What follows belongs to an exercise in optimizing a design on an open flow for small area, a short achievable clock period and few clock cycles per item; a production flow would make more cautious choices.
Function was checked by simulation only, so behaviour that the tests miss may differ from the original.
Power figures rest on the tool's default switching activity, not on a simulated workload.

===== flow/config.mk =====
export PLATFORM = sky130hd
export DESIGN_NAME = cnnTop
export DESIGN_NICKNAME = cnnTop
export VERILOG_FILES = /design/flow/design.v
export SDC_FILE = /design/flow/constraint.sdc
export NUM_CORES = 4
export LEC_CHECK = 0
export CAP_MARGIN = 20
export CORE_MARGIN = 2
export CORE_UTILIZATION = 40
export SLEW_MARGIN = 20

===== flow/constraint.sdc =====
create_clock -name core_clock -period 8.0 [get_ports {i_clk}]
set_input_delay 1.6000 -clock core_clock [delete_from_list [all_inputs] [get_ports {i_clk}]]
set_output_delay 1.6000 -clock core_clock [all_outputs]
set_load 0.01 [all_outputs]

===== flow/design.v =====
package cnnPkg;
    typedef enum logic [1:0] {
        IDLE,        
        CONV,        
        CLASSIFY,    
        FINISH       
    } seqState_t;
    typedef enum logic [1:0] {
        KERNEL_BOX,
        KERNEL_VEDGE,
        KERNEL_HEDGE,
        KERNEL_CENTER
    } kernelOp_t;
    typedef logic [8:0][4-1:0] kernelWeights_t;
    typedef logic signed [14-1:0] convPixel_t;   
    typedef logic signed [14-1:0] average_t;     
endpackage
`timescale 1ns/1ps
module layerSequencer (
    input  logic                   i_clk,
    input  logic                   i_rstN,
    input  logic                   i_start,
    input  logic                   i_layerDone,
    input  logic                   i_resultDone,
    output logic                   o_busy,
    output logic                   o_convStart,
    output cnnPkg::kernelOp_t      o_opcode,
    output cnnPkg::kernelWeights_t o_weights,
    output logic                   o_classify
);
    localparam logic [4-1:0] W_ZERO = '0;
    localparam logic [4-1:0] W_ONE  = 4'(1);
    localparam logic [4-1:0] W_TWO  = 4'(2);
    localparam logic [4-1:0] W_NEG  = {4{1'b1}};   
    cnnPkg::seqState_t state;
    always_ff @(posedge i_clk) begin
        if (!i_rstN) begin
            state       <= cnnPkg::IDLE;
            o_opcode    <= cnnPkg::KERNEL_BOX;
            o_convStart <= 1'b0;
        end else begin
            o_convStart <= 1'b0;   
            case (state)
                cnnPkg::IDLE: begin
                    if (i_start) begin
                        state       <= cnnPkg::CONV;
                        o_opcode    <= cnnPkg::KERNEL_BOX;   
                        o_convStart <= 1'b1;
                    end
                end
                cnnPkg::CONV: begin
                    if (i_layerDone) begin
                        if (o_opcode == cnnPkg::kernelOp_t'(4 - 1)) begin
                            state <= cnnPkg::CLASSIFY;   
                        end else begin
                            o_opcode    <= cnnPkg::kernelOp_t'(o_opcode + 2'd1);
                            o_convStart <= 1'b1;
                        end
                    end
                end
                cnnPkg::CLASSIFY: state <= cnnPkg::FINISH;
                cnnPkg::FINISH: begin
                    if (i_resultDone) begin
                        state <= cnnPkg::IDLE;
                    end
                end
                default: state <= cnnPkg::IDLE;
            endcase
        end
    end
    assign o_busy     = (state != cnnPkg::IDLE);
    assign o_classify = (state == cnnPkg::CLASSIFY);   
    always_comb begin
        case (o_opcode)
            cnnPkg::KERNEL_BOX:   o_weights = {9{W_ONE}};
            cnnPkg::KERNEL_VEDGE: o_weights = {W_ONE, W_ZERO, W_NEG,
                                               W_ONE, W_ZERO, W_NEG,
                                               W_ONE, W_ZERO, W_NEG};
            cnnPkg::KERNEL_HEDGE: o_weights = {W_ONE, W_ONE, W_ONE,
                                               W_ZERO, W_ZERO, W_ZERO,
                                               W_NEG, W_NEG, W_NEG};
            default:              o_weights = {W_ZERO, W_ZERO, W_ZERO,
                                               W_ZERO, W_TWO, W_ZERO,
                                               W_ZERO, W_ZERO, W_ZERO};
        endcase
    end
endmodule
`timescale 1ns/1ps
module tileBuffer (
    input  logic                   i_clk,
    input  logic                   i_locked,
    input  logic                   i_wrEn,
    input  logic [6-1:0] i_wrAddr,
    input  logic [8-1:0]  i_wrData,
    input  logic [6-1:0] i_rdAddr,
    output logic [8-1:0]  o_rdData
);
    logic [8-1:0] mem [64];
    always_ff @(posedge i_clk) begin
        if (i_wrEn) begin
            mem[i_wrAddr] <= i_wrData;
        end
    end
    always_ff @(posedge i_clk) begin
        o_rdData <= mem[i_rdAddr];   
    end
endmodule
`timescale 1ns/1ps
module convEngine (
    input  logic                   i_clk,
    input  logic                   i_rstN,
    input  logic                   i_start,
    input  cnnPkg::kernelWeights_t i_weights,
    input  logic [8-1:0]  i_rdData,
    output logic [6-1:0] o_rdAddr,
    output logic                   o_pixelValid,
    output cnnPkg::convPixel_t     o_pixel,
    output logic                   o_layerDone
);
    localparam int DIM_W = 6 / 2;   
    localparam int WIN_W = DIM_W + 2;         
    typedef enum logic [1:0] {
        ENG_IDLE,
        ENG_TAP,    
        ENG_ACC,    
        ENG_EMIT    
    } engState_t;
    engState_t                      state;
    logic [DIM_W-1:0]               row;
    logic [DIM_W-1:0]               col;
    logic [3:0]                     tap;
    logic [1:0]                     tapR;
    logic [1:0]                     tapC;
    logic [WIN_W-1:0]               winRow;
    logic [WIN_W-1:0]               winCol;
    logic                           inTile;
    logic                           lastPixel;
    logic                           tapValidD;
    logic                           tapInD;
    logic signed [4-1:0] tapWeightD;
    logic signed [14-1:0]  product;
    cnnPkg::convPixel_t             acc;
    logic                           doneDly;
    logic [9*4-1:0]     weightsFlat;   
    always_comb begin
        if (tap < 4'd3) begin
            tapR = 2'd0;
            tapC = tap[1:0];
        end else if (tap < 4'd6) begin
            tapR = 2'd1;
            tapC = 2'(tap - 4'd3);
        end else begin
            tapR = 2'd2;
            tapC = 2'(tap - 4'd6);
        end
    end
    assign winRow = WIN_W'(row) + WIN_W'(tapR) - WIN_W'(1);
    assign winCol = WIN_W'(col) + WIN_W'(tapC) - WIN_W'(1);
    assign inTile = (winRow < WIN_W'(8)) && (winCol < WIN_W'(8));
    assign o_rdAddr  = {winRow[DIM_W-1:0], winCol[DIM_W-1:0]};
    assign lastPixel = (row == DIM_W'(8 - 1)) && (col == DIM_W'(8 - 1));
    assign weightsFlat = i_weights;
    always_ff @(posedge i_clk) begin
        tapInD     <= inTile;           
        tapWeightD <= weightsFlat[tap*4 +: 4];
        if (state == ENG_EMIT) begin
            o_pixel <= acc;
        end
    end
    assign product = $signed({1'b0, i_rdData}) * tapWeightD;
    always_ff @(posedge i_clk) begin
        if (!i_rstN) begin
            state        <= ENG_IDLE;
            row          <= '0;
            col          <= '0;
            tap          <= '0;
            tapValidD    <= 1'b0;
            acc          <= '0;
            o_pixelValid <= 1'b0;
            doneDly      <= 1'b0;
            o_layerDone  <= 1'b0;
        end else begin
            o_pixelValid <= 1'b0;
            doneDly      <= 1'b0;
            o_layerDone  <= doneDly;   
            tapValidD    <= (state == ENG_TAP);
            if (tapValidD && tapInD) begin
                acc <= acc + product;   
            end
            case (state)
                ENG_IDLE: begin
                    if (i_start) begin
                        state <= ENG_TAP;
                        row   <= '0;
                        col   <= '0;
                        tap   <= '0;
                        acc   <= '0;
                    end
                end
                ENG_TAP: begin
                    if (tap == 4'd8) begin
                        tap   <= '0;
                        state <= ENG_ACC;
                    end else begin
                        tap <= tap + 4'd1;
                    end
                end
                ENG_ACC: state <= ENG_EMIT;
                ENG_EMIT: begin
                    o_pixelValid <= 1'b1;
                    acc          <= '0;
                    col          <= col + DIM_W'(1);
                    if (col == DIM_W'(8 - 1)) begin
                        row <= row + DIM_W'(1);   
                    end
                    if (lastPixel) begin
                        state   <= ENG_IDLE;
                        doneDly <= 1'b1;
                    end else begin
                        state <= ENG_TAP;
                    end
                end
                default: state <= ENG_IDLE;
            endcase
        end
    end
endmodule
`timescale 1ns/1ps
module poolClassifier (
    input  logic                            i_clk,
    input  logic                            i_rstN,
    input  cnnPkg::kernelOp_t               i_opcode,
    input  logic                            i_pixelValid,
    input  cnnPkg::convPixel_t              i_pixel,
    input  logic                            i_layerDone,
    input  logic                            i_classify,
    output logic signed [24-1:0] o_result,
    output logic                            o_led,
    output logic                            o_resultDone
);
    localparam int POOL_SHIFT = $clog2(64);   
    cnnPkg::average_t                avgReg [4];
    logic signed [20-1:0]    layerSum;
    logic signed [24-1:0] macAcc;
    logic signed [24-1:0] macTerm;
    logic signed [24-1:0] macSum;
    logic                            macActive;
    cnnPkg::kernelOp_t               macSel;
    localparam logic signed [4-1:0] FC_BOX   = 4'(1);
    localparam logic signed [4-1:0] FC_VEDGE = 4'(2);
    localparam logic signed [4-1:0] FC_HEDGE = 4'(-3);
    localparam logic signed [4-1:0] FC_CTR   = 4'(-1);
    function automatic logic signed [4-1:0] fcWeight(input cnnPkg::kernelOp_t op);
        case (op)
            cnnPkg::KERNEL_BOX:   fcWeight = FC_BOX;
            cnnPkg::KERNEL_VEDGE: fcWeight = FC_VEDGE;
            cnnPkg::KERNEL_HEDGE: fcWeight = FC_HEDGE;
            default:              fcWeight = FC_CTR;
        endcase
    endfunction
    always_ff @(posedge i_clk) begin
        if (!i_rstN) begin
            layerSum <= '0;
        end else if (i_layerDone) begin
            layerSum <= '0;   
        end else if (i_pixelValid) begin
            layerSum <= layerSum + i_pixel;
        end
    end
    always_ff @(posedge i_clk) begin
        if (i_layerDone) begin
            avgReg[i_opcode] <= cnnPkg::average_t'(layerSum >>> POOL_SHIFT);
        end
    end
    assign macTerm = avgReg[macSel] * fcWeight(macSel);
    assign macSum  = macAcc + macTerm;
    always_ff @(posedge i_clk) begin
        if (!i_rstN) begin
            macActive    <= 1'b0;
            macSel       <= cnnPkg::KERNEL_BOX;
            macAcc       <= '0;
            o_result     <= '0;
            o_led        <= 1'b0;
            o_resultDone <= 1'b0;
        end else begin
            o_resultDone <= 1'b0;
            if (i_classify && !macActive) begin
                macActive <= 1'b1;
                macSel    <= cnnPkg::KERNEL_BOX;
                macAcc    <= '0;
            end else if (macActive) begin
                macAcc <= macSum;   
                macSel <= cnnPkg::kernelOp_t'(macSel + 2'd1);
                if (macSel == cnnPkg::kernelOp_t'(4 - 1)) begin
                    macActive    <= 1'b0;
                    o_result     <= macSum;
                    o_led        <= macSum[24-1];   
                    o_resultDone <= 1'b1;
                end
            end
        end
    end
endmodule
`timescale 1ns/1ps
module cnnTop (
    input  logic                            i_clk,
    input  logic                            i_rstN,
    input  logic                            i_wrEn,
    input  logic [6-1:0]          i_wrAddr,
    input  logic [8-1:0]           i_wrData,
    input  logic                            i_start,
    output logic                            o_busy,
    output logic                            o_done,
    output logic signed [24-1:0] o_result,
    output logic                            o_led
);
    logic                   convStart;
    logic                   classify;
    logic                   layerDone;
    cnnPkg::kernelOp_t      opcode;
    cnnPkg::kernelWeights_t weights;
    layerSequencer sequencerBlock (
        .i_clk(i_clk),
        .i_rstN(i_rstN),
        .i_start(i_start),
        .i_layerDone(layerDone),
        .i_resultDone(o_done),
        .o_busy(o_busy),
        .o_convStart(convStart),
        .o_opcode(opcode),
        .o_weights(weights),
        .o_classify(classify)
    );
    logic [6-1:0] rdAddr;
    logic [8-1:0]  rdData;
    logic                   pixelValid;
    cnnPkg::convPixel_t     pixel;
    tileBuffer tileBufferBlock (
        .i_clk(i_clk),
        .i_locked(o_busy),   
        .i_wrEn(i_wrEn),
        .i_wrAddr(i_wrAddr),
        .i_wrData(i_wrData),
        .i_rdAddr(rdAddr),
        .o_rdData(rdData)
    );
    convEngine convEngineBlock (
        .i_clk(i_clk),
        .i_rstN(i_rstN),
        .i_start(convStart),
        .i_weights(weights),
        .i_rdData(rdData),
        .o_rdAddr(rdAddr),
        .o_pixelValid(pixelValid),
        .o_pixel(pixel),
        .o_layerDone(layerDone)
    );
    poolClassifier poolClassifierBlock (
        .i_clk(i_clk),
        .i_rstN(i_rstN),
        .i_opcode(opcode),
        .i_pixelValid(pixelValid),
        .i_pixel(pixel),
        .i_layerDone(layerDone),
        .i_classify(classify),
        .o_result(o_result),
        .o_led(o_led),
        .o_resultDone(o_done)
    );
endmodule

===== flow/run.sh =====
#!/bin/bash
# synth_recipe.tcl (not shown) runs the flow's synth.tcl, then flattens the netlist and writes it again
# the make line also repeats each setting of config.mk as NAME=value (left out here)
make -C /OpenROAD-flow-scripts/flow DESIGN_CONFIG=/design/flow/config.mk WORK_HOME=/design/flow/orfs CLKGATE_MAP_FILE= SYNTH_SCRIPT=/design/flow/synth_recipe.tcl finish

==> run summary, run 1 <==
Final max-slew violation count = 0
Worst-skew pair later-pin latency = 0.63 ns
Chip Width = 291 um
Vias in the first global route = 20.7k
RSZ-0062 raised after global routing = false
Setup violations, final = 0
I/O Buffers = 44
Total Neg Setup Slack = 0 ns
Max-cap violations = 0
Top_reg_cell synth = edfxtp_1
All-Layer GR Usage = 17.5%
Largest net degree at the start of global routing = 68
Via density = 5.52
Worst Setup Slack, final = 0.685 ns
Routed WL = 74300 um
FP Rows = 105
Starting density of the core = 40.3%
Design Power = 11.3 mW
Asr flop ratio synth = 0%
Multi-input gate area = 12400 sq um
Leak = 13.1 nW
Total gr overflow = 0
Clock Sinks = 703
Height of the die = 291 um
Critical path data required time = 8.55 ns
First-pass GRT wire length = 117000 um
Fmax = 137 MHz
Reg clk slew, reported paths = 0.06 ns
Final ANT Viol Nets = 0
Crit path to = poolClassifierBlock.macAcc[23]$_SDFFE_PP0P_
Register-to-Register Path Depth = 24
Max rail drop VDD = 0.189 mV
Mean Syn Cell Area = 13.2 sq um
Fin nets = 2751
Total number of vias = 20.3k
Register area = 19900 sq um
Initial antenna violation count = 0
Period utilization = 91.4%
Crit path max fanout = 8
Wire per inst = 20.3 um
H-tree depth = 3
Max_slew headroom = 31.6%
Fin crit period = 7.32 ns
Post-CTS setup buffers = 0
EDFF count, synth = 582
CORE AREA = 81800 sq um
Synth Cell Area = 33000 sq um
# IOs = 45
Seq/Total Area, Yosys = 60.3%
ANT cells = 0
Startpoint types = register
Drt pass-1 iters = 5
Setup crit end kind = register
HP Class = register to register
Synth Warn # = 4
Share of cells above drive strength 1 = 10.0%
Iter 0 DRT Violations = 1546
DP Wirelength = 47800 um
CTS tree = yes
Reg2reg end = poolClassifierBlock.macAcc[23]$_SDFFE_PP0P_
Outcome = timing/DRC/antenna clean
Max clock buf depth = 3
Least-Margin Pin Slew = 1.02 ns
Final hold violation count = 0
Fillers = 7258
Reg2Reg Setup Slack = 0.68 ns
Place WS = 0.720 ns
Drt drc = 0
Post-synth cell types = 73
Syn nets = 2707
Power Dens Cells = 306 nW/um^2
#FFs+latches synth = 703
Post-CTS Hold Buffers = 0
GP Congestion = 0.849
Die area = 84800 sq um
Fin Clk Skew = 0.0311 ns
Crit path DAT = 7.86 ns
Crit path kind = register to register
Clock root cell = clkbuf_16
Cts repair resizes = 0
Syn Inst Count = 2498
CTS Buf Count = 73
Area Growth Syn to Fin = 11.9%
-- synthesized netlist by cell type (all sizes together), types with 30 or more instances --
master    n  area [sq um]
inv      74           278
buf      35           183
nor2b    56           350
nor2    201           754
fa       48           961
a32oi    30           263
nand3    98           490
a21oi    93           465
nand2   274          1030
o21ai    78           390
mux2i    81           811
and2     34           213
mux4     85          1910
ha      143          1790
clkbuf   77           289
dfxtp   121          2420
nand4    32           200
edfxtp  582         17500
xnor2    39           349
-- sequential cells by signal, summed over array words and instances, names as in the netlist, 2 cells and up, named ones only --
name / flops
tileBufferBlock.mem: 512
poolClassifierBlock.avgReg: 56
poolClassifierBlock.macAcc: 24
poolClassifierBlock.o_result: 23
poolClassifierBlock.layerSum: 20
convEngineBlock.acc: 14
convEngineBlock.o_pixel: 14
tileBufferBlock.o_rdData: 8
convEngineBlock.tap: 4
convEngineBlock.col: 3
convEngineBlock.row: 3
convEngineBlock.tapWeightD: 3
convEngineBlock.state: 2
poolClassifierBlock.macSel: 2
sequencerBlock.o_opcode: 2
sequencerBlock.state: 2
-- metal layers --
metal	share of wire, %	wire length [um]	GRT usage (%)
met5	0	0	0
met4	2.1	1590	4.47
met2	49	36100	29.1
met3	5.5	4090	2.88
met1	44	32500	23.9
-- critical path: stages, from the launching register on --
cell,delay [ns]
dfxtp_1,0.63
mux4_2,0.60
or2_2,0.32
fa_1,0.52
fa_1,0.54
fa_1,0.48
inv_1,0.07
ha_1,0.17
inv_1,0.06
fa_1,0.39
nor2b_1,0.16
o31a_1,0.22
o21ai_0,0.18
a31oi_1,0.28
nor4_1,0.08
a311oi_1,0.43
inv_1,0.24
ha_1,0.41
o21a_1,0.21
nor2_1,0.15
a31oi_1,0.11
a221o_1,0.34
xor2_1,0.17
or3_1,0.33
a21oi_1,0.15
-- report_power, final --
part | switching (mW) | internal [mW] | total [mW] | leakage [nW]
sequential | 0.104 | 4.07 | 4.18 | 6.28
combinational | 2.29 | 1.57 | 3.86 | 5.75
clock | 1.47 | 1.78 | 3.25 | 1.12
total | 3.87 | 7.42 | 11.3 | 13.1
-- worst min-delay path by stage --
stage | from | endpoint | cells after the start
CTS | convEngineBlock.doneDly$_SDFF_PN0_ | convEngineBlock.o_layerDone$_SDFF_PN0_ | 1
detailed placement | convEngineBlock.doneDly$_SDFF_PN0_ | convEngineBlock.o_layerDone$_SDFF_PN0_ | 1
finish | convEngineBlock.doneDly$_SDFF_PN0_ | convEngineBlock.o_layerDone$_SDFF_PN0_ | 1
global route | convEngineBlock.doneDly$_SDFF_PN0_ | convEngineBlock.o_layerDone$_SDFF_PN0_ | 1
global placement | convEngineBlock.doneDly$_SDFF_PN0_ | convEngineBlock.o_layerDone$_SDFF_PN0_ | 1
floorplan | convEngineBlock.doneDly$_SDFF_PN0_ | convEngineBlock.o_layerDone$_SDFF_PN0_ | 1
-- placed cells by master (no fill, tap or decap), types with 36 or more instances in the layout --
cell type        netlist  final
clkdlybuf4s50_1        0     36
nand2_1              274    274
nand3_1               98     98
dfxtp_1              121    121
inv_1                 73     73
nor2_1               201    200
o21ai_0               77     77
mux2i_1               81     81
xnor2_1               38     37
clkbuf_16              0     73
ha_1                 143    142
nor2b_1               56     56
a21oi_1               93     93
edfxtp_1             582    582
fa_1                  48     48
mux4_2                85     85
-- stage by stage --
step	cell area [sq um]	hold slack, ns	util, %	cells
4_1_cts	36900	0.437	45.1	3668
2_1_floorplan	33000	0.412	-	2498
6_report	36900	0.433	45.1	3668
5_1_grt	36900	0.461	45.1	3668
3_3_place_gp	34600	0.417	42.3	3537
3_5_place_dp	34600	0.423	42.3	3537
-- area by class of cell --
class                   count  share of cell area [%]
clock buffers              86                    5.10
flip-flops and latches    703                    53.9
repair buffers             81                    1.98
inverters                  76                   0.772
multi-input cells        1607                    33.5
clock inverters            45                    1.13
well taps                1070                    3.62
-- kinds of logic (layout without fill, tap and decap cells) --
group                    Yosys count  in the layout  share of synthesized area (%)
AO/OA/AOI/OAI                    369            369                           7.41
multiplexers                     174            174                           8.53
AND/OR/NAND/NOR                  810            810                           11.5
flip-flops                       703            703                           60.3
adder cells (fa/ha/maj)          191            191                           8.33
XOR/XNOR                          63             63                           1.69
buffers and inverters            188            288                           2.29
Testbench counts, summed over its fixed seeds: cycles 370,816, images 128.
==> run 2: changes to the inputs <==
==> flow/design.v (replaced) <==
`timescale 1ns/1ps
module cnnTop (
    input  logic                            i_clk,
    input  logic                            i_rstN,
    input  logic                            i_wrEn,
    input  logic [6-1:0]          i_wrAddr,
    input  logic [8-1:0]           i_wrData,
    input  logic                            i_start,
    output logic                            o_busy,
    output logic                            o_done,
    output logic signed [24-1:0] o_result,
    output logic                            o_led
);
    logic                   wrQ;
    logic [6-1:0] addrQ;
    logic [8-1:0]  dataQ;
    always_ff @(posedge i_clk) begin
        if (!i_rstN) wrQ <= 1'b0;
        else         wrQ <= i_wrEn;
        addrQ <= i_wrAddr;
        dataQ <= i_wrData;
    end
    logic [8-1:0] mem [64];
    logic [8-1:0] memData;
    logic                  memAll;
    assign memAll  = !i_rstN;
    assign memData = dataQ & {8{i_rstN}};
    always_ff @(posedge i_clk) begin
        for (int p = 0; p < 64; p++) begin
            if (memAll || (wrQ && addrQ == 6'(p))) mem[p] <= memData;
        end
    end
    logic              dlValid;
    logic signed [8:0] delta;      
    logic              r0Q, r7Q, c0Q, c7Q;
    always_ff @(posedge i_clk) begin
        if (!i_rstN) dlValid <= 1'b0;
        else         dlValid <= wrQ;
        delta <= $signed({1'b0, dataQ}) - $signed({1'b0, mem[addrQ]});
        r0Q   <= addrQ[5:3] == 3'd0;
        r7Q   <= addrQ[5:3] == 3'd7;
        c0Q   <= addrQ[2:0] == 3'd0;
        c7Q   <= addrQ[2:0] == 3'd7;
    end
    logic        [16:0] s0;    
    logic signed [13:0] s1;    
    logic signed [13:0] s2;    
    logic        [13:0] sT;    
    logic signed [16:0] t0;
    logic signed [13:0] t1, t2;
    logic rbQ, cbQ;
    assign rbQ = r0Q | r7Q;
    assign cbQ = c0Q | c7Q;
    always_comb begin
        case ({rbQ, cbQ})
            2'b00:   t0 = 17'(delta) * 17'sd9;
            2'b11:   t0 = 17'(delta) * 17'sd4;
            default: t0 = 17'(delta) * 17'sd6;
        endcase
        if (c7Q || c0Q) begin
            t1 = rbQ ? 14'(delta) * 14'sd2 : 14'(delta) * 14'sd3;
            if (c0Q) t1 = -t1;
        end else begin
            t1 = '0;
        end
        if (r7Q || r0Q) begin
            t2 = cbQ ? 14'(delta) * 14'sd2 : 14'(delta) * 14'sd3;
            if (r0Q) t2 = -t2;
        end else begin
            t2 = '0;
        end
    end
    always_ff @(posedge i_clk) begin
        if (!i_rstN) begin
            s0 <= '0;
            s1 <= '0;
            s2 <= '0;
            sT <= '0;
        end else if (dlValid) begin
            s0 <= s0 + 17'(t0);
            s1 <= s1 + t1;
            s2 <= s2 + t2;
            sT <= sT + 14'(delta);
        end
    end
    logic signed [12:0] a0, a1, a2, a3;
    logic signed [12:0] res;
    assign a0  = 13'($signed({1'b0, s0[16:6]}));
    assign a1  = 13'(s1 >>> 6);
    assign a2  = 13'(s2 >>> 6);
    assign a3  = 13'($signed({1'b0, sT[13:5]}));
    assign res = a0 + 13'sd2 * a1 - 13'sd3 * a2 - a3;
    logic busy;
    logic [2:0] runPipe;
    logic accept;
    assign accept = i_start && !busy;
    always_ff @(posedge i_clk) begin
        if (!i_rstN) begin
            busy     <= 1'b0;
            runPipe  <= '0;
            o_done   <= 1'b0;
            o_result <= '0;
        end else begin
            runPipe <= {runPipe[1:0], accept};
            o_done  <= runPipe[2];
            if (accept)      busy <= 1'b1;
            else if (o_done) busy <= 1'b0;
            if (runPipe[2]) o_result <= 24'(res);
        end
    end
    assign o_busy = busy;
    assign o_led  = o_result[24-1];
endmodule
--- a/flow/config.mk
+++ b/flow/config.mk
@@ -7,2 +7,3 @@
 export LEC_CHECK = 0
+export ABC_CLOCK_PERIOD_IN_PS = 2500
 export CAP_MARGIN = 20
@@ -10,2 +11,3 @@
 export CORE_UTILIZATION = 40
+export SETUP_SLACK_MARGIN = 5
 export SLEW_MARGIN = 20
==> run 2 against run 1 <==
Critical path depth down 7. Worst hold slack worse by 0.0013 ns. Core utilization up 8.9 points. Final cell count down 1.3%. Sequential share of layout area down 7.4 points. Sequential cell count down 85. Register-to-register slack better by 3.0 ns. Global-route usage up 11 points. Synthesized cell count down 10%. Critical path type unchanged. Critical endpoint is now s2[13]$_SDFFE_PN0P_. Highest routed layer is now met5.
==> run summary, run 2 <==
Outcome = timing/DRC/antenna clean
I/O Buffers = 44
Fin crit period = 4.30 ns
Period utilization = 53.7%
Final hold violation count = 0
Buffers & Inverters on Critical Path = 2
Clock root cell = clkbuf_16
Commonest cells after routing, fill and taps aside = edfxtp_1, buf_4, nand2_1
Initial antenna violation count = 3
Syn nets = 2414
Setup violations, final = 0
CP most frequent cell = ha_4
Total gr overflow = 0
Setup crit end kind = register
Post-CTS Hold Buffers = 0
Most common cell in the synthesized netlist = edfxtp_1
Fin nets = 2794
Crit path cell chain = ha_4, ha_4, inv_2, fa_2, nand4b_1, nand3_2, nand2_2, o41a_1, buf_6, a21oi_4, mux2_4, ha_4, nor3_2, o41ai_2, nand2_1, mux2i_4, mux2i_1
Place WS = 2.99 ns
Synth Warn # = 2
Synth Cell Area = 28400 sq um
HP Class = register to register
RSZ-0062 raised after global routing = true
Area Growth Syn to Fin = 33.4%
Max reg flops = 512
H-tree depth = 3
Worst-skew pair later-pin latency = 0.64 ns
Syn Inst Count = 2245
# IOs = 45
#FFs+latches synth = 618
Reg clk slew, reported paths = 0.05 ns
Drt drc = 0
Post-synth cell types = 70
Largest registers = mem: 512 flops, s0: 17 flops
CORE AREA = 70100 sq um
DP Wirelength = 66000 um
Synth top area cells = edfxtp_1, dfxtp_1, a22oi_1
Height of the die = 271 um
Top_reg_cell synth = edfxtp_1
Least-Margin Pin Slew = 0.946 ns
CTS tree = yes
Crit path DAT = 4.84 ns
Final max-slew violation count = 0
Worst Hold Slack = 0.432 ns
GP Congestion = 0.985
Routed WL = 107000 um
First-pass GRT wire length = 150000 um
ANT cells = 0
Crit path kind = register to register
Seq/Total Area, Yosys = 61.6%
Vias in the first global route = 21.1k
Max_slew headroom = 36.9%
Max rail drop VDD = 0.285 mV
Commonest cells in the netlist = edfxtp_1, nand2_1, a22oi_1, nor2_1, ha_1
EDFF count, synth = 512
Share of cells above drive strength 1 = 34.0%
Critical path data required time = 8.54 ns
Via density = 6.11
Placed cell count = 3192
Delay-heaviest family, CP = adder cells
CTS Buf Count = 69
Final ANT Viol Nets = 0
All-Layer GR Usage = 28.3%
Iter 0 DRT Violations = 3003
Total Neg Setup Slack = 0 ns
Most common cell after layout, fill and taps aside = edfxtp_1
Leak = 13.7 nW
Fin Clk Skew = 0.0484 ns
Total number of vias = 22.1k
Fin cells = 3621
Largest reg by FF count = mem
Power Dens Cells = 348 nW/um^2
FP Rows = 97
Largest net degree at the start of global routing = 67
Max-cap violations = 0
Max clock buf depth = 3
Asr flop ratio synth = 0%
Crit-path max cell delay = 0.61 ns
Fmax = 233 MHz
Clock Sinks = 618
Chip Width = 271 um
Synth area leader = edfxtp_1
Starting density of the core = 40.5%
Startpoint types = register
Die area = 73200 sq um
Mean Syn Cell Area = 12.7 sq um
Crit path max fanout = 5
Synth top area share = 54.1%
Wire per inst = 29.6 um
Fillers = 5763
Drt pass-1 iters = 6
Worst Setup Slack, final = 3.70 ns
Critical path's slowest cell = fa_2
## run 2: cell count changes after synthesis, sizes merged, moves of 28 or more
cell / before / now
mux4: 85 / 0
nand3: 98 / 54
nand2: 274 / 224
a22oi: 2 / 208
edfxtp: 582 / 512
a32oi: 30 / 2
nor2: 201 / 134
clkbuf: 77 / 48
## run 2: layout make-up
class / instances / area (sq um) / area share [%]
repair buffers: 385 / 3430 / 9.04
inverters: 83 / 329 / 0.868
flip-flops and latches: 618 / 17600 / 46.4
well taps: 940 / 1180 / 3.10
multi-input cells: 1468 / 13200 / 34.8
clock buffers: 89 / 1810 / 4.78
clock inverters: 38 / 364 / 0.961
## run 2: power breakdown
part	internal, mW	total, mW	leakage [nW]	switching (mW)
registers	3.81	4.02	5.82	0.204
logic	2.96	6.09	6.84	3.14
clock network	1.70	3.08	1.05	1.38
total	8.47	13.2	13.7	4.73
## run 2: per-layer routing
| layer | vias up | part of all wire (%) | routed length (um) | track usage, % |
|---|---|---|---|---|
| met5 | - | 0.010 | 11 | 0 |
| met4 | 2 | 4.4 | 4770 | 10.9 |
| met3 | 285 | 13 | 13800 | 8.17 |
| met2 | 1435 | 43 | 46500 | 42.0 |
| met1 | 11000 | 39 | 42200 | 39.3 |
| li1 | 9377 | - | - | - |
## run 2: worst register-to-register path, cell delays in order, from the launching register on
cell      delay, ns
dfxtp_4        0.37
ha_4           0.28
ha_4           0.13
inv_2          0.04
fa_2           0.61
nand4b_1       0.13
nand3_2        0.13
nand2_2        0.10
o41a_1         0.48
buf_6          0.15
a21oi_4        0.14
mux2_4         0.33
ha_4           0.30
nor3_2         0.06
o41ai_2        0.40
nand2_1        0.15
mux2i_4        0.22
mux2i_1        0.21
## run 2: logic make-up after synthesis
logic type,share of synthesized area [%]
AND/OR/NAND/NOR,10.9
flip-flops,61.6
AO/OA/AOI/OAI,13.0
buffers and inverters,2.41
adder cells (fa/ha/maj),7.56
multiplexers,2.51
XOR/XNOR,2.03
## run 2: worst paths after layout
path	slack, ns	to	cells past startpoint	startpoint
worst min-delay path	0.43	runPipe[2]$_SDFF_PN0_	1	runPipe[1]$_SDFF_PN0_
worst max register to register	3.70	s2[13]$_SDFFE_PN0P_	17	delta[2]$_DFF_P_
worst max-delay path	3.70	s2[13]$_SDFFE_PN0P_	17	delta[2]$_DFF_P_
worst min register to register	0.43	runPipe[2]$_SDFF_PN0_	1	runPipe[1]$_SDFF_PN0_
## run 2: metrics by stage
step | power (mW) | cell area (sq um) | util [%]
2_1_floorplan | 6.84 | 29000 | -
3_3_place_gp | 7.71 | 30600 | 43.6
3_5_place_dp | 7.77 | 30600 | 43.6
4_1_cts | 11.9 | 36200 | 51.6
5_1_grt | 13.8 | 37900 | 54.0
6_report | 13.2 | 37900 | 54.0
## run 2: timing repair
action / CTS / global route
pin swaps: 155 / 134
cloned: 6 / 2
resized for setup: 410 / 210
setup endpoints to repair: 473 / 61
setup buffers: 206 / 87
Testbench counts of run 2, summed over its fixed seeds: cycles 8,576, images 128.
==> run 3: changes to the inputs <==
--- a/flow/config.mk
+++ b/flow/config.mk
@@ -7,3 +7,2 @@
 export LEC_CHECK = 0
-export ABC_CLOCK_PERIOD_IN_PS = 2500
 export CAP_MARGIN = 20
@@ -11,3 +10,2 @@
 export CORE_UTILIZATION = 40
-export SETUP_SLACK_MARGIN = 5
 export SLEW_MARGIN = 20
==> run 3 against run 2 <==
Critical endpoint is now s1[13]$_SDFFE_PN0P_. Clock skew increased by 0.0048 ns. Still clean. Sequential power about the same. Total power decreased by 19%. Synthesized cell count unchanged. Worst hold slack got worse by 0.0039 ns. Core utilization decreased by 7.5 points.
==> run summary, run 3 <==
Synth top area cells = edfxtp_1, dfxtp_1, a22oi_1
HP Class = register to register
Critical path data required time = 8.53 ns
Vias in the first global route = 19.4k
GP Congestion = 0.942
Syn Inst Count = 2245
Starting density of the core = 40.5%
Total Neg Setup Slack = 0 ns
Max rail drop VDD = 0.333 mV
Critical path's slowest cell = dfxtp_1
Setup crit end kind = register
FP Rows = 97
Power Dens Cells = 329 nW/um^2
Post-CTS setup buffers = 0
Initial antenna violation count = 3
Fin Clk Skew = 0.0532 ns
# IOs = 45
Area Growth Syn to Fin = 14.8%
Reg clk slew, reported paths = 0.06 ns
Fin crit period = 5.44 ns
Total number of vias = 20.1k
Period utilization = 68.0%
CTS tree = yes
Crit-path max cell delay = 0.66 ns
Most common cell after layout, fill and taps aside = edfxtp_1
Leak = 11.7 nW
Worst Hold Slack = 0.428 ns
Reg2Reg Setup Slack = 2.56 ns
Most common cell in the synthesized netlist = edfxtp_1
H-tree depth = 3
Die area = 73200 sq um
Clock Sinks = 618
Seq/Total Area, Yosys = 61.6%
Commonest cells in the netlist = edfxtp_1, nand2_1, a22oi_1, nor2_1, ha_1
Crit path cell chain = ha_1, ha_1, inv_1, fa_1, xor2_1, a31oi_1, o21a_1, nor2_1, nand2_1, mux2_2, o221ai_1, ha_1, and3_1, a21oi_1, o21ai_0, o41ai_1, o21ai_0, or2_2, mux2i_1, mux2i_1
Post-synth cell types = 70
Final max-slew violation count = 0
First-pass GRT wire length = 136000 um
DP Wirelength = 65300 um
Max clock buf depth = 3
Synth top area share = 54.1%
Largest registers = mem: 512 flops, s0: 17 flops
Synth area leader = edfxtp_1
RSZ-0062 raised after global routing = false
Final ANT Viol Nets = 0
All-Layer GR Usage = 25.7%
Final hold violation count = 0
Height of the die = 271 um
Synth Cell Area = 28400 sq um
EDFF count, synth = 512
Syn nets = 2414
Crit path kind = register to register
I/O Buffers = 44
Top_reg_cell synth = edfxtp_1
Cts repair resizes = 0
Commonest cells after routing, fill and taps aside = edfxtp_1, nand2_1, a22oi_1
Max_slew headroom = 21.4%
Mean Syn Cell Area = 12.7 sq um
Post-CTS Hold Buffers = 0
Routed WL = 95500 um
Wire per inst = 28.6 um
Via density = 6.02
Max-cap violations = 0
Drt drc = 0
Crit path max fanout = 16
Worst-skew pair later-pin latency = 0.65 ns
Buffers & Inverters on Critical Path = 1
Share of cells above drive strength 1 = 8.78%
Asr flop ratio synth = 0%
CTS Buf Count = 70
Iter 0 DRT Violations = 2276
Design Power = 10.7 mW
Delay-heaviest family, CP = compound AO/OA/AOI/OAI gates
Fin nets = 2517
Setup violations, final = 0
CORE AREA = 70100 sq um
Clock root cell = clkbuf_16
Total gr overflow = 0
Max reg flops = 512
Least-Margin Pin Slew = 1.18 ns
CP most frequent cell = ha_1
Chip Width = 271 um
Startpoint types = register
#FFs+latches synth = 618
Largest net degree at the start of global routing = 74
Crit path DAT = 5.97 ns
Synth Warn # = 2
Drt pass-1 iters = 6
Outcome = timing/DRC/antenna clean
Fmax = 184 MHz
Largest reg by FF count = mem
-- run 3: cell counts after synthesis --
Identical to the previous run, type by type.
-- run 3: worst paths after layout --
path | cells past startpoint | end | start
max | 20 | s1[13]$_SDFFE_PN0P_ | delta[0]$_DFF_P_
min | 1 | runPipe[1]$_SDFF_PN0_ | runPipe[0]$_SDFF_PN0_
max reg2reg | 20 | s1[13]$_SDFFE_PN0P_ | delta[0]$_DFF_P_
min reg2reg | 1 | runPipe[1]$_SDFF_PN0_ | runPipe[0]$_SDFF_PN0_
-- run 3: cell type report --
type / instances / area [sq um]
multi-input cells: 1462 / 10300
repair buffers: 113 / 956
inverters: 83 / 314
clock inverters: 49 / 643
diodes: 1 / 2.50
flip-flops and latches: 618 / 17500
clock buffers: 77 / 1790
fillers: 6311 / 37500
well taps: 940 / 1180
-- run 3: cell families after synthesis --
| kind of cell | after synthesis | share of synthesized area, % |
|---|---|---|
| and+or+nand+nor | 650 | 10.9 |
| DFF | 618 | 61.6 |
| AOI/OAI and AO/OA | 524 | 13.0 |
| buffers and inverters | 165 | 2.41 |
| adders and majority gates | 152 | 7.56 |
| muxes | 70 | 2.51 |
| xor gates and xnor gates | 66 | 2.03 |
-- run 3: worst register-to-register path, stage by stage, from the launching register on --
cell and delay, ns:
dfxtp_1 0.66, ha_1 0.24, ha_1 0.19, inv_1 0.07
fa_1 0.45, xor2_1 0.30, a31oi_1 0.19, o21a_1 0.25
nor2_1 0.39, nand2_1 0.08, mux2_2 0.27, o221ai_1 0.19
ha_1 0.32, and3_1 0.19, a21oi_1 0.09, o21ai_0 0.12
o41ai_1 0.47, o21ai_0 0.21, or2_2 0.30, mux2i_1 0.17
mux2i_1 0.20
-- run 3: routing by layer --
metal  global-route usage, %  up-vias  part of all wire, %
met5                       0        -                0.024
met4                    12.3        4                  5.3
met3                    5.29      245                  8.9
met2                    42.8     1029                   47
met1                    32.1    10000                   38
li1                        -     8795                    -
-- run 3: per-stage QoR --
step                std cells  utilization (%)  setup WS [ns]  instance area [sq um]
global route             3342             46.5           1.96                  32600
finish                   3343             46.5           2.56                  32600
global placement         3215             43.0           2.65                  30200
CTS                      3342             46.5           2.58                  32600
floorplan                2245                -           3.40                  28400
detailed placement       3216             43.1           2.60                  30200
-- run 3: where the power goes --
group	internal [mW]	switching (mW)
registers	3.80	0.194
clock network	1.97	1.41
logic	1.34	2.02

## what the ideal ports hide
In the flow no input, the clock included, has a driving cell. The finished layouts below were timed again as built, in two steps. Step 1 (the two cells are an assumption about what drives the block):
set clk [get_ports {i_clk}]
set_driving_cell -lib_cell sky130_fd_sc_hd__clkbuf_16 $clk
set_driving_cell -lib_cell sky130_fd_sc_hd__buf_2 [delete_from_list [all_inputs] $clk]
Step 2 adds t to the input delays and takes it off the output delays; t is the mean of the earliest and latest rising clock arrival at the registers after step 1. Input paths then give back, and output paths get back, about the clock's delay inside the block. Three values: ideal ports, drivers, drivers and shift; two values: the first two.
run	t, ns	setup slack, ns	pins driven straight from the clock port
run 1	0.684	0.685 / 0.685 / 0.685	1
run 2	0.674	3.703 / 3.703 / 3.703	1
run 3	0.687	2.560 / 2.560 / 2.560	1
After both steps every run listed still meets setup and hold.
